This design comes from an exercise in tuning for small area and few clock cycles on the open sky130 flow, not from production work. At most, simulation tests tie the RTL to the original design; equivalence was not proved.

Design rgb_led_blink_breathe_driver, start of the top module:
module rgb_led_blink_breathe_driver
(
    input  logic       clk,
    input  logic       rst_n,
    input  logic       cmd_valid,
    output logic       cmd_ready,
    input  logic [1:0] cmd_func,
    input  logic [7:0] cmd_red,
    input  logic [7:0] cmd_green,
    input  logic [7:0] cmd_blue,
    input  logic        cfg_valid,
    output logic        cfg_ready,
    input  logic        cfg_addr,
    input  logic [15:0] cfg_data,
    output logic       led_valid,
    input  logic       led_ready,
    output logic [7:0] led_duty_red,
    output logic [7:0] led_duty_green,
    output logic [7:0] led_duty_blue
);
    logic        en;
    logic [23:0] cmd_colour;
    logic        produce, show_wave;
    logic [7:0]  next_idx;
    logic [20:0] half_base;
    logic [14-1:0] slope;
    logic [1:0]  slope_c;
    logic [1:0]  slope_c_reg;
    logic        neg;
    logic [14-1:0] slope_reg;
    logic [14+1:0] slope3;
    logic        neg_reg;
    logic [2:0][7:0] wave_duty;
    logic [23:0] duty_next;
    logic        out_v_reg;
    logic [23:0] duty_reg;
    assign en         = !out_v_reg || led_ready;
    assign cfg_ready  = 1'b1;
    assign cmd_colour = {cmd_blue, cmd_green, cmd_red};
    rgbd_front u_front (
        .clk        (clk),
        .rst_n      (rst_n),
        .en         (en),
        .cmd_valid  (cmd_valid),
        .cmd_ready  (cmd_ready),
        .cmd_func   (cmd_func),
        .cmd_colour (cmd_colour),
        .cfg_valid  (cfg_valid),
        .cfg_addr   (cfg_addr),
        .cfg_data   (cfg_data),
        .produce    (produce),
        .show_wave  (show_wave),
        .next_idx   (next_idx),
        .half_base  (half_base)
    );
    rgbd_slope u_slope (
        .k   (next_idx),
        .w   (slope),
        .c   (slope_c),
        .neg (neg)
    );
    always_ff @(posedge clk)
    begin
        slope_reg <= slope;
        slope_c_reg <= slope_c;
        neg_reg   <= neg;
    end
    rgbd_add5 u_add_slope3_lo (
        .a    (slope_reg[4:0]),
        .b    ({slope_reg[3:0], 1'b0}),
        .cin  (1'b0),
        .s    (slope3[4:0]),
        .cout ()
    );
    rgbd_add5 u_add_slope3_mid (
        .a    (slope_reg[9:5]),
        .b    (slope_reg[8:4]),
        .cin  (slope_c_reg[0]),
  ...
For scale: ~1400 cells after synthesis, ~75 I/O pins, about 13000 um2 of cells after synthesis.
==> module rgbd_front, before the edit <==
module rgbd_front
(
    input  logic        clk,
    input  logic        rst_n,
    input  logic        en,          
    input  logic        cmd_valid,
    output logic        cmd_ready,
    input  logic [1:0]  cmd_func,
    input  logic [23:0] cmd_colour,
    input  logic        cfg_valid,
    input  logic        cfg_addr,
    input  logic [15:0] cfg_data,
    output logic        produce,     
    output logic        show_wave,   
    output logic [7:0]  next_idx,    
    output logic [20:0] half_base    
);
    localparam logic [1:0] FUNC_TICK  = 2'd0;
    localparam logic [1:0] FUNC_SET   = 2'd1;
    localparam logic [1:0] FUNC_BLINK = 2'd2;
    localparam logic [1:0] FUNC_PULSE = 2'd3;
    logic [15:0] blink_time_reg;
    logic [15:0] pulse_step_reg;
    logic        blink_on_reg;
    logic        pulse_on_reg;
    logic        stale_reg;
    logic [15:0] acc_reg;
    logic [20:0] half_base_reg;
    logic [15:0] acc_sum;
    logic [15:0] acc_sum2;
    logic        accept;
    logic        blink_end;
    logic        colour_zero;
    assign cmd_ready   = en && !stale_reg;
    assign accept      = cmd_valid && cmd_ready;
        rgbd_add16 u_add_step (
        .a    (acc_reg),
        .b    (blink_on_reg ? 16'd1 : pulse_step_reg),
        .cin  (1'b0),
        .s    (acc_sum),
        .cout ()
    );
    rgbd_add16 u_add_step2 (
        .a    (acc_reg),
        .b    ({pulse_step_reg[14:0], 1'b0}),
        .cin  (1'b0),
        .s    (acc_sum2),
        .cout ()
    );
    always_comb
    begin
        logic c;
        c = 1'b1;
        for (int i = 0; i < 16; i++)
            c = (acc_sum[i] & ~blink_time_reg[i]) | (c & (acc_sum[i] | ~blink_time_reg[i]));
        blink_end = c;
    end
    assign colour_zero = (cmd_colour == 24'd0);
    assign half_base   = half_base_reg;
    always_comb
    begin
        produce   = 1'b0;
        show_wave = 1'b0;
        next_idx  = acc_sum[15:8];
        if (accept)
        begin
            case (cmd_func)
                FUNC_TICK:
                begin
                    produce   = blink_on_reg ? blink_end : pulse_on_reg;
                    show_wave = !blink_on_reg;
                    next_idx  = acc_sum2[15:8];
                end
                FUNC_PULSE:
                begin
                    produce   = colour_zero;
                    next_idx  = {~pulse_step_reg[15], pulse_step_reg[14:8]};
                end
                default:
                    produce   = 1'b1;
            endcase
        end
    end
    always_ff @(posedge clk or negedge rst_n)
    begin
        if (!rst_n)
        begin
            blink_time_reg <= 16'd200;
            pulse_step_reg <= 16'd33;
            stale_reg      <= 1'b0;
        end
        else
        begin
            if (cfg_valid)
            begin
                if (cfg_addr) pulse_step_reg <= cfg_data;
                else          blink_time_reg <= cfg_data;
            end
            stale_reg <= cfg_valid && cfg_addr;
        end
    end
    always_ff @(posedge clk or negedge rst_n)
    begin
        if (!rst_n)
        begin
            blink_on_reg <= 1'b0;
            pulse_on_reg <= 1'b0;
        end
        else if (accept)
        begin
            case (cmd_func)
                FUNC_TICK:
                    if (blink_on_reg && blink_end) blink_on_reg <= 1'b0;
                FUNC_SET:
                    ;
                FUNC_BLINK:
                begin
                    blink_on_reg <= 1'b1;
                    pulse_on_reg <= 1'b0;
                end
                default:
                begin
                    blink_on_reg <= 1'b0;
                    pulse_on_reg <= !colour_zero;
                end
            endcase
        end
    end
    always_ff @(posedge clk)
    begin
        if (accept)
        begin
            case (cmd_func)
                FUNC_TICK:  acc_reg <= acc_sum;
                FUNC_SET:   ;
                FUNC_BLINK: acc_reg <= 16'h0000;
                default:    acc_reg <= 16'h8000;
            endcase
            if (cmd_func == FUNC_PULSE)
                half_base_reg <= {cmd_colour[23:17], cmd_colour[15:9], cmd_colour[7:1]};
        end
    end
endmodule
Settings: LEC_CHECK=0, ABC_AREA=1, CAP_MARGIN=20, CORE_MARGIN=2, CORE_UTILIZATION=40, SLEW_MARGIN=20; clock period 6.0 ns.
standard.sh (not shown) runs the stock make flow with config.mk's settings and CLKGATE_MAP_FILE= SYNTH_SCRIPT=/design/flow/synth_recipe.tcl, a recipe that flattens the netlist after the stock synthesis.
==> flow/flow/run.sh <==
#!/bin/bash
set -euo pipefail
WORK=$(pwd)

# Synthesis script: synth_recipe.tcl with Yosys's abc command wrapped so that
# its -script argument names flow/area.abc.
{
  cat <<'TCL'
proc abc {args} {
  set i [lsearch -exact $args -script]
  if { $i >= 0 } {
    set args [lreplace $args [expr {$i + 1}] [expr {$i + 1}] $::env(OWN_ABC_SCRIPT)]
  }
  yosys abc {*}$args
}
TCL
  cat "$WORK/synth_recipe.tcl"
} > "$WORK/own_synth.tcl"
export OWN_ABC_SCRIPT="$WORK/flow/area.abc"

sed "s|SYNTH_SCRIPT=[^ ]*|SYNTH_SCRIPT=$WORK/own_synth.tcl|" "$WORK/standard.sh" > "$WORK/own_standard.sh"
grep -q "SYNTH_SCRIPT=$WORK/own_synth.tcl" "$WORK/own_standard.sh"

bash "$WORK/own_standard.sh" "BUFFER_PORTS_ARGS=-buffer_cell sky130_fd_sc_hd__buf_1" finish \
  > "$WORK/orfs_make.log" 2>&1
test -s "$WORK/out/final.def"
==> flow/flow/area.abc <==
strash
&get -n
&st
&dch -f
&nf -R 10
&put
topo
stime -c
buffer -c
upsize -c
dnsize -c
The baseline completed without violations.
Testbench counts at the start, summed over its fixed seeds: cycles 20,208.
Next try:
--- a/flow/design.v
+++ b/flow/design.v
@@ -177,13 +177,13 @@
     logic [15:0] acc_sum2;
     logic        accept;
     logic        blink_end;
     logic        colour_zero;
     assign cmd_ready   = en && !stale_reg;
     assign accept      = cmd_valid && cmd_ready;
-        rgbd_add16 u_add_step (
+    rgbd_add16 u_add_step (
         .a    (acc_reg),
         .b    (blink_on_reg ? 16'd1 : pulse_step_reg),
         .cin  (1'b0),
         .s    (acc_sum),
         .cout ()
     );
@@ -191,20 +191,19 @@
         .a    (acc_reg),
         .b    ({pulse_step_reg[14:0], 1'b0}),
         .cin  (1'b0),
         .s    (acc_sum2),
         .cout ()
     );
-    always_comb
-    begin
-        logic c;
-        c = 1'b1;
-        for (int i = 0; i < 16; i++)
-            c = (acc_sum[i] & ~blink_time_reg[i]) | (c & (acc_sum[i] | ~blink_time_reg[i]));
-        blink_end = c;
-    end
+    rgbd_add16 u_cmp_time (
+        .a    (acc_sum),
+        .b    (~blink_time_reg),
+        .cin  (1'b1),
+        .s    (),
+        .cout (blink_end)
+    );
     assign colour_zero = (cmd_colour == 24'd0);
     assign half_base   = half_base_reg;
     always_comb
     begin
         produce   = 1'b0;
         show_wave = 1'b0;
=>
- flip-flop and latch count is unchanged
- die area rises by 2.9%
- setup slack improved by 0.032 ns
- design area climbs by about 1.2%
- global-route usage rose by 0.17 points
- wire length increases by 5.6%
- worst hold slack improved by 0.0094 ns
No functional check of the RTL was part of the second run of this note.

## separate check: timing with driven ports
How much do the figures lean on ideal ports? The routed layouts below were timed once more, with nothing changed but the port constraints.
Step 1: set_driving_cell puts a clkbuf_16 on clk and a buf_2 on each other input, an assumption about the parent block.
Step 2, shift: input delay + t, output delay - t, t = (earliest + latest rising clock arrival at the registers) / 2. This alone moves slack from input paths to output paths.
Three values: no drivers, after step 1, after step 2; two values: the first two.
run	t, ns	setup WS [ns]	slew at the worst register clock pin (ns)	cell pins on the clock port's net
the first run	0.482	0.273 / 0.273 / 0.273	0.07 / 0.07	1
the second run	0.476	0.305 / 0.305 / 0.305	0.06 / 0.06	1
After both steps setup and hold are still met in every run listed.
